What follows belongs to an exercise in optimizing a design on an open flow for small area, a short achievable clock period and few clock cycles; a production flow would make more cautious choices.
The RTL was checked by simulation tests, not by an equivalence proof against the original design.
Power figures rest on the tool's default switching activity, not on a simulated workload.

## wip/violet
// box_smoothing_3x3_edge_mean
module box_smoothing_3x3_edge_mean
#(
  parameter int MAX_SIDE = 16
) (
  input  logic              clk,
  input  logic              rst,
  input  logic              cfg_write,
  input  logic [SIZE_W-1:0] image_size,
  input  logic              in_valid,
  output logic              in_stall,
  input  logic [PIX_W-1:0]  pixel,
  output logic              out_valid,
  input  logic              out_stall,
  output logic [PIX_W-1:0]  smoothed,
  output logic [POS_W-1:0]  out_row,
  output logic [POS_W-1:0]  out_col,
  output logic              last_of_run,
  output logic              frame_done
);
  logic             adv, adv_next, skid_v, skid_v_n;
  logic [PIX_W-1:0] skid_q;
  logic [3:0]       side_m1, seg;
  logic [PIX_W-1:0] pix_q, up1, up2, up1_next, up2_next;
  logic             wr, ev, ev_fl, flush, mask_b, rows3, c0, c1, cl;
  logic             sv, s_rows3, s_cols3, dv;
  logic [SUM_W-1:0] s;
  logic [PIX_W-1:0] q;
  logic             out_free, inc, xfer;
  logic [3:0]       nrow, ncol;
  assign adv      = !skid_v;
  assign inc      = dv && adv;
  assign out_free = !out_valid || !out_stall;
  ...
==> flow/config.mk <==
export PLATFORM = sky130hd
export DESIGN_NAME = box_smoothing_3x3_edge_mean
export DESIGN_NICKNAME = box_smoothing_3x3_edge_mean
export VERILOG_FILES = /design/flow/design.v
export SDC_FILE = /design/flow/constraint.sdc
export NUM_CORES = 4
export LEC_CHECK = 0
export CAP_MARGIN = 20
export CORE_MARGIN = 2
export CORE_UTILIZATION = 40
export SETUP_SLACK_MARGIN = 3.9
export SLEW_MARGIN = 20
==> flow/constraint.sdc <==
create_clock -name core_clock -period 6.5 [get_ports {clk}]
set_input_delay 1.3000 -clock core_clock [delete_from_list [all_inputs] [get_ports {clk}]]
set_output_delay 1.3000 -clock core_clock [all_outputs]
set_load 0.01 [all_outputs]
run.sh (not shown) runs the stock make flow with config.mk's settings and CLKGATE_MAP_FILE= SYNTH_SCRIPT=/design/flow/synth_recipe.tcl, a recipe that flattens the netlist after the stock synthesis.
Testbench counts of wip/violet, summed over its fixed seeds: cycles 10,935.
--- input diff wip/violet..wip/lagoon ---
- ABC_CLOCK_PERIOD_IN_PS now 2600, previously not set
### Flow results
Delta (wip/lagoon minus wip/violet): maximum number of pins on one net before global-route repair saw little to no change; combinational power saw little to no change; number of setup violations in the final report saw little to no change; non-clock buffer count saw little to no change; area after synthesis saw little to no change. The number of combinational gates with multiple inputs of wip/lagoon and that of wip/violet are within noise of each other. Clock buffer instance count of the final layout: wip/lagoon vs wip/violet, no meaningful difference. On design area, wip/violet and wip/lagoon are basically level. Layout overhead on the synthesized area: wip/lagoon vs wip/violet identical.

---

box_smoothing_3x3_edge_mean, a different RTL version from the one above (not shown whole).
Size in the first run: ~1400 cells after synthesis.
Settings: LEC_CHECK=0, CAP_MARGIN=20, CORE_MARGIN=2, CORE_UTILIZATION=40, SETUP_SLACK_MARGIN=3.9, SLEW_MARGIN=20; clock period 6.5 ns.
The baseline passed the timing, design-rule and antenna checks.
Testbench counts at the start, summed over its fixed seeds: cycles 10,975.
Rerun with:
- SETUP_SLACK_MARGIN: 3.9 -> 4.2
The changed run ran to the end with no violations.
Synthesized area is unchanged.
Routed wire length increases by 3.4%.
Sequential power barely changes.
Worst hold slack loses 0.0042 ns.

---

## cedar
Another version of the RTL of box_smoothing_3x3_edge_mean (not shown whole).
Size in the first run: roughly 1600 cells after synthesis, about 0.016 mm^2 of cells after synthesis.
clock: 6.5 ns
lec_check: 0
abc_area: 1
cap_margin: 0
core_margin: 2
core_utilization: 55
cts_cluster_diameter: 100
cts_cluster_size: 27
place_density: 0.7
setup_slack_margin: 4.1
slew_margin: 0
Testbench counts of cedar, summed over its fixed seeds: cycles 10,935.
### cedar -> fjord
diff --git a/flow/config.mk b/flow/config.mk
--- a/flow/config.mk
+++ b/flow/config.mk
@@ -11 +11 @@
-export CORE_UTILIZATION = 55
+export CORE_UTILIZATION = 48
@@ -13,3 +13,3 @@
-export CTS_CLUSTER_SIZE = 27
-export PLACE_DENSITY = 0.7
-export SETUP_SLACK_MARGIN = 4.1
+export CTS_CLUSTER_SIZE = 24
+export PLACE_DENSITY = 0.65
+export SETUP_SLACK_MARGIN = 4.0
--- outcome ---
fjord against cedar: post-route worst setup slack fell 0.049 ns; maximum clock rate fell 2.0%; final critical path time including I/O delays and setup rose 0.049 ns.
--- input diff fjord..harbor ---
diff --git a/flow/config.mk b/flow/config.mk
--- a/flow/config.mk
+++ b/flow/config.mk
@@ -11 +11 @@
-export CORE_UTILIZATION = 48
+export CORE_UTILIZATION = 55
@@ -14 +14 @@
-export PLACE_DENSITY = 0.65
+export PLACE_DENSITY = 0.7
[summary]
- Arrival time reported for the critical path endpoint is lower on harbor
- Diff fjord -> harbor: design area now smaller, clock network fraction of total power saw a decrease, sum of met3 wire segment lengths after detailed routing decreased 74 um, buffering overhead went down by 0.66 points.
- In harbor, the total power came out 0.000052 W below the value in fjord.
- The power drawn by the clock network of fjord and that of harbor are within noise of each other.
- STATUS setup slack: harbor loses against fjord

---

Setup of build 57:
box_smoothing_3x3_edge_mean, a different RTL version from the one above (not shown whole).
For scale: roughly 1300 cells after synthesis, roughly 430 flip-flops.
clock: 6.5 ns
lec_check: 0
cap_margin: 20
core_margin: 2
core_utilization: 65
cts_buf_list: sky130_fd_sc_hd__clkbuf_8
cts_cluster_size: 25
place_density: 0.75
setup_slack_margin: 3.9
slew_margin: 20
Testbench counts of build 57, summed over its fixed seeds: cycles 10,935.
--- input diff build 57..build 50 ---
- a change of CAP_MARGIN from 20 to 0
- a change of CORE_UTILIZATION from 65 to 75
- a change of SLEW_MARGIN from 20 to 0
- a change of PLACE_DENSITY from 0.75 to 0.88
==> comparison <==
- Lower post-detailed-route via-to-cell ratio was reported by build 57, not build 50.
- Hold slack ends up higher on build 57.
- Final critical-path share of the clock period: build 50 and build 57 compared, lower one is build 57
- Compared to build 57, build 50 has data arrival time of the worst path 0.10 ns higher.
[inputs] build 73 vs build 50
- PLACE_DENSITY changed from 0.88 to 0.75
- ABC_AREA newly set to 1
- CORE_UTILIZATION changed from 75 to 65
- CTS_BUF_LIST removed (was sky130_fd_sc_hd__clkbuf_8)
- CTS_CLUSTER_SIZE changed from 25 to 24
- CTS_CLUSTER_DIAMETER newly set to 100
Results
Build 73 completed; timing, DRC and antenna clean. Core utilization of the finished layout delta for build 73 relative to build 50: 17 points lower. Build 73 does better than build 50 on final area. Against build 50, maximum achievable frequency in build 73 rose by a few percent. Adder and majority cell fraction of the synthesized area across build 73 and build 50: no real change. A most frequent standard cell in the layout excluding fill and tap cells of sky130_fd_sc_hd__dfxtp_1 is what build 50 shows, while sky130_fd_sc_hd__nand2_1 belongs to build 73. Build 73 vs. build 50: global routing met2 resource utilization decreased by 14 points relative to the old numbers, area of combinational cells with multiple inputs decreased by about 10% relative to the old numbers, area share of and/or/nand/nor cells after synthesis increased by 6.1 points relative to the old numbers. For build 50, the kind of critical path was reg2reg, unlike build 73, where it was reg2out.
Input changes introduced in build 25 (baseline for comparison: build 73):
- CTS_CLUSTER_DIAMETER no longer set, was 100
- CTS_CLUSTER_SIZE now 25, was 24
- CTS_BUF_LIST now sky130_fd_sc_hd__clkbuf_8, previously not set
- ABC_AREA no longer set, was 1
[summary]
Build 25 went all the way through synthesis, placement and routing and the layout is clean on timing, DRC and antenna.
Sequential cell fraction of total power: build 25 vs build 73 down 4.0 points
Logic gate share of total power: build 25 vs build 73 down 1.4 points
Run comparison: build 25 kind of critical path reg2reg; build 73 kind of critical path reg2out
Relative to build 73, wire length of the first global-routing pass has gone down in build 25.
Compared build 25 vs build 73, and maximum ir drop on the vdd rail is up in build 25.

---

Another version of the RTL of box_smoothing_3x3_edge_mean (not shown whole).
Size in the first run: ~1300 cells after synthesis, about 430 flip-flops, roughly 38 I/O pins.
clock: 6.5 ns
lec_check: 0
cap_margin: 20
core_margin: 2
core_utilization: 40
setup_slack_margin: 3.9
slew_margin: 20
Testbench counts at the start, summed over its fixed seeds: cycles 10,935.
Change:
- CTS_BUF_LIST: default -> sky130_fd_sc_hd__clkbuf_8
- CTS_CLUSTER_SIZE: default -> 25
=> Setup slack improves by 0.041 ns. Power is lower by 3.3%. Cell area is lower by 0.80%. Wire length is lower by 0.31%. Via count is higher by 1.7%. Register-to-register slack improves by 0.04 ns. Sequential cell count is unchanged. Worst hold slack degrades by 0.013 ns. Synthesized cell count does not change.
Change:
- CORE_UTILIZATION: 40 -> 65
- CTS_BUF_LIST: sky130_fd_sc_hd__clkbuf_8 -> default
- CTS_CLUSTER_SIZE: 25 -> default
- PLACE_DENSITY: default -> 0.75
Result:
- The changed run ran to the end with no violations
- wire length climbs by a few percent
- sequential power hardly moves
- worst hold slack gets better by 0.021 ns
- power climbs by a few percent
- synthesized area stays the same
- sequential cell count stays the same
- core utilization climbs by 30 points
- final area drops slightly
- clock-buffer cell count drops by 30

---

== the baseline ==
box_smoothing_3x3_edge_mean with an RTL version that a note above also has.
For scale: ~1700 cells after synthesis, ~430 flip-flops, about 16000 um^2 of cells after synthesis.
Settings: LEC_CHECK=0, ABC_AREA=1, CAP_MARGIN=0, CORE_MARGIN=2, CORE_UTILIZATION=65, CTS_BUF_LIST=sky130_fd_sc_hd__clkbuf_8, CTS_CLUSTER_SIZE=25, PLACE_DENSITY=0.75, SETUP_SLACK_MARGIN=3.9, SLEW_MARGIN=0; clock period 6.5 ns.
The baseline reached the final stage; the timing, design-rule and antenna checks on its layout passed.
Testbench counts of the baseline, summed over its fixed seeds: cycles 10,935.
Modified inputs, the candidate compared to the baseline
==> flow/config.mk <==
export PLATFORM = sky130hd
export DESIGN_NAME = box_smoothing_3x3_edge_mean
export DESIGN_NICKNAME = box_smoothing_3x3_edge_mean
export VERILOG_FILES = /design/flow/design.v
export SDC_FILE = /design/flow/constraint.sdc
export NUM_CORES = 4
export LEC_CHECK = 0
export CAP_MARGIN = 20
export CORE_MARGIN = 2
export CORE_UTILIZATION = 65
export CTS_CLUSTER_DIAMETER = 100
export CTS_CLUSTER_SIZE = 24
export PLACE_DENSITY = 0.75
export SETUP_SLACK_MARGIN = 3.9
export SLEW_MARGIN = 20
Findings:
The candidate has completed all stages; timing, DRC and antenna checks passed.
The candidate against the baseline; global-route wire length before repair is down by more than 10%.
The baseline → the candidate: clock buffer count in the final layout -about 60%, power in the clock group shows a reduction of about 36%, xor-xnor portion of the synthesized cell area rose 1.7 points, design area shrank by about 0.7%.
Across both runs, summed instance area of the synthesized netlist was lower for the candidate than for the baseline.

==> separate check: timing with driven ports <==
How much do the figures lean on ideal ports? The routed layouts below were timed once more, with nothing changed but the port constraints. Step 1 (the two cells are an assumption about what drives the block):
set clk [get_ports {clk}]
set_driving_cell -lib_cell sky130_fd_sc_hd__clkbuf_16 $clk
set_driving_cell -lib_cell sky130_fd_sc_hd__buf_2 [delete_from_list [all_inputs] $clk]
Step 2 also shifts input and output timing later by t, the mid clock arrival at the registers, as if the neighbouring blocks saw the same clock. Slacks: no drivers / after step 1 / after step 2; pairs: no drivers / after step 1.
| run | shift t [ns] | slack for setup (ns) | cell pins on the clock port's net |
|---|---|---|---|
| wip/violet | 0.595 | 3.361 / 3.361 / 3.361 | 1 |
| wip/lagoon | 0.595 | 3.361 / 3.361 / 3.361 | 1 |
| the first run of note 2 | 0.606 | 3.663 / 3.663 / 3.485 | 1 |
| the second run of note 2 | 0.601 | 3.645 / 3.645 / 3.577 | 1 |
| cedar | 0.559 | 4.073 / 4.073 / 3.823 | 1 |
| fjord | 0.577 | 4.024 / 3.995 / 3.564 | 1 |
| harbor | 0.571 | 4.021 / 3.971 / 3.624 | 1 |
| build 57 | 0.644 | 3.921 / 3.905 / 3.506 | 1 |
| build 50 | 0.637 | 3.794 / 3.794 / 3.432 | 1 |
| build 73 | 0.572 | 3.937 / 3.889 / 3.526 | 1 |
| build 25 | 0.643 | 3.922 / 3.905 / 3.508 | 1 |
| the first run of note 5 | 0.598 | 3.850 / 3.850 / 3.460 | 1 |
| the second run of note 5 | 0.647 | 3.891 / 3.891 / 3.440 | 1 |
| the third run of note 5 | 0.587 | 3.892 / 3.892 / 3.409 | 1 |
| the baseline | 0.620 | 3.935 / 3.893 / 3.466 | 1 |
| the candidate | 0.574 | 3.857 / 3.857 / 3.531 | 1 |
After both steps every run listed still meets setup and hold. The setup slack of the third run of note 5, which loses most, moves by 0.000 ns with the drivers and by -0.483 ns with both steps.
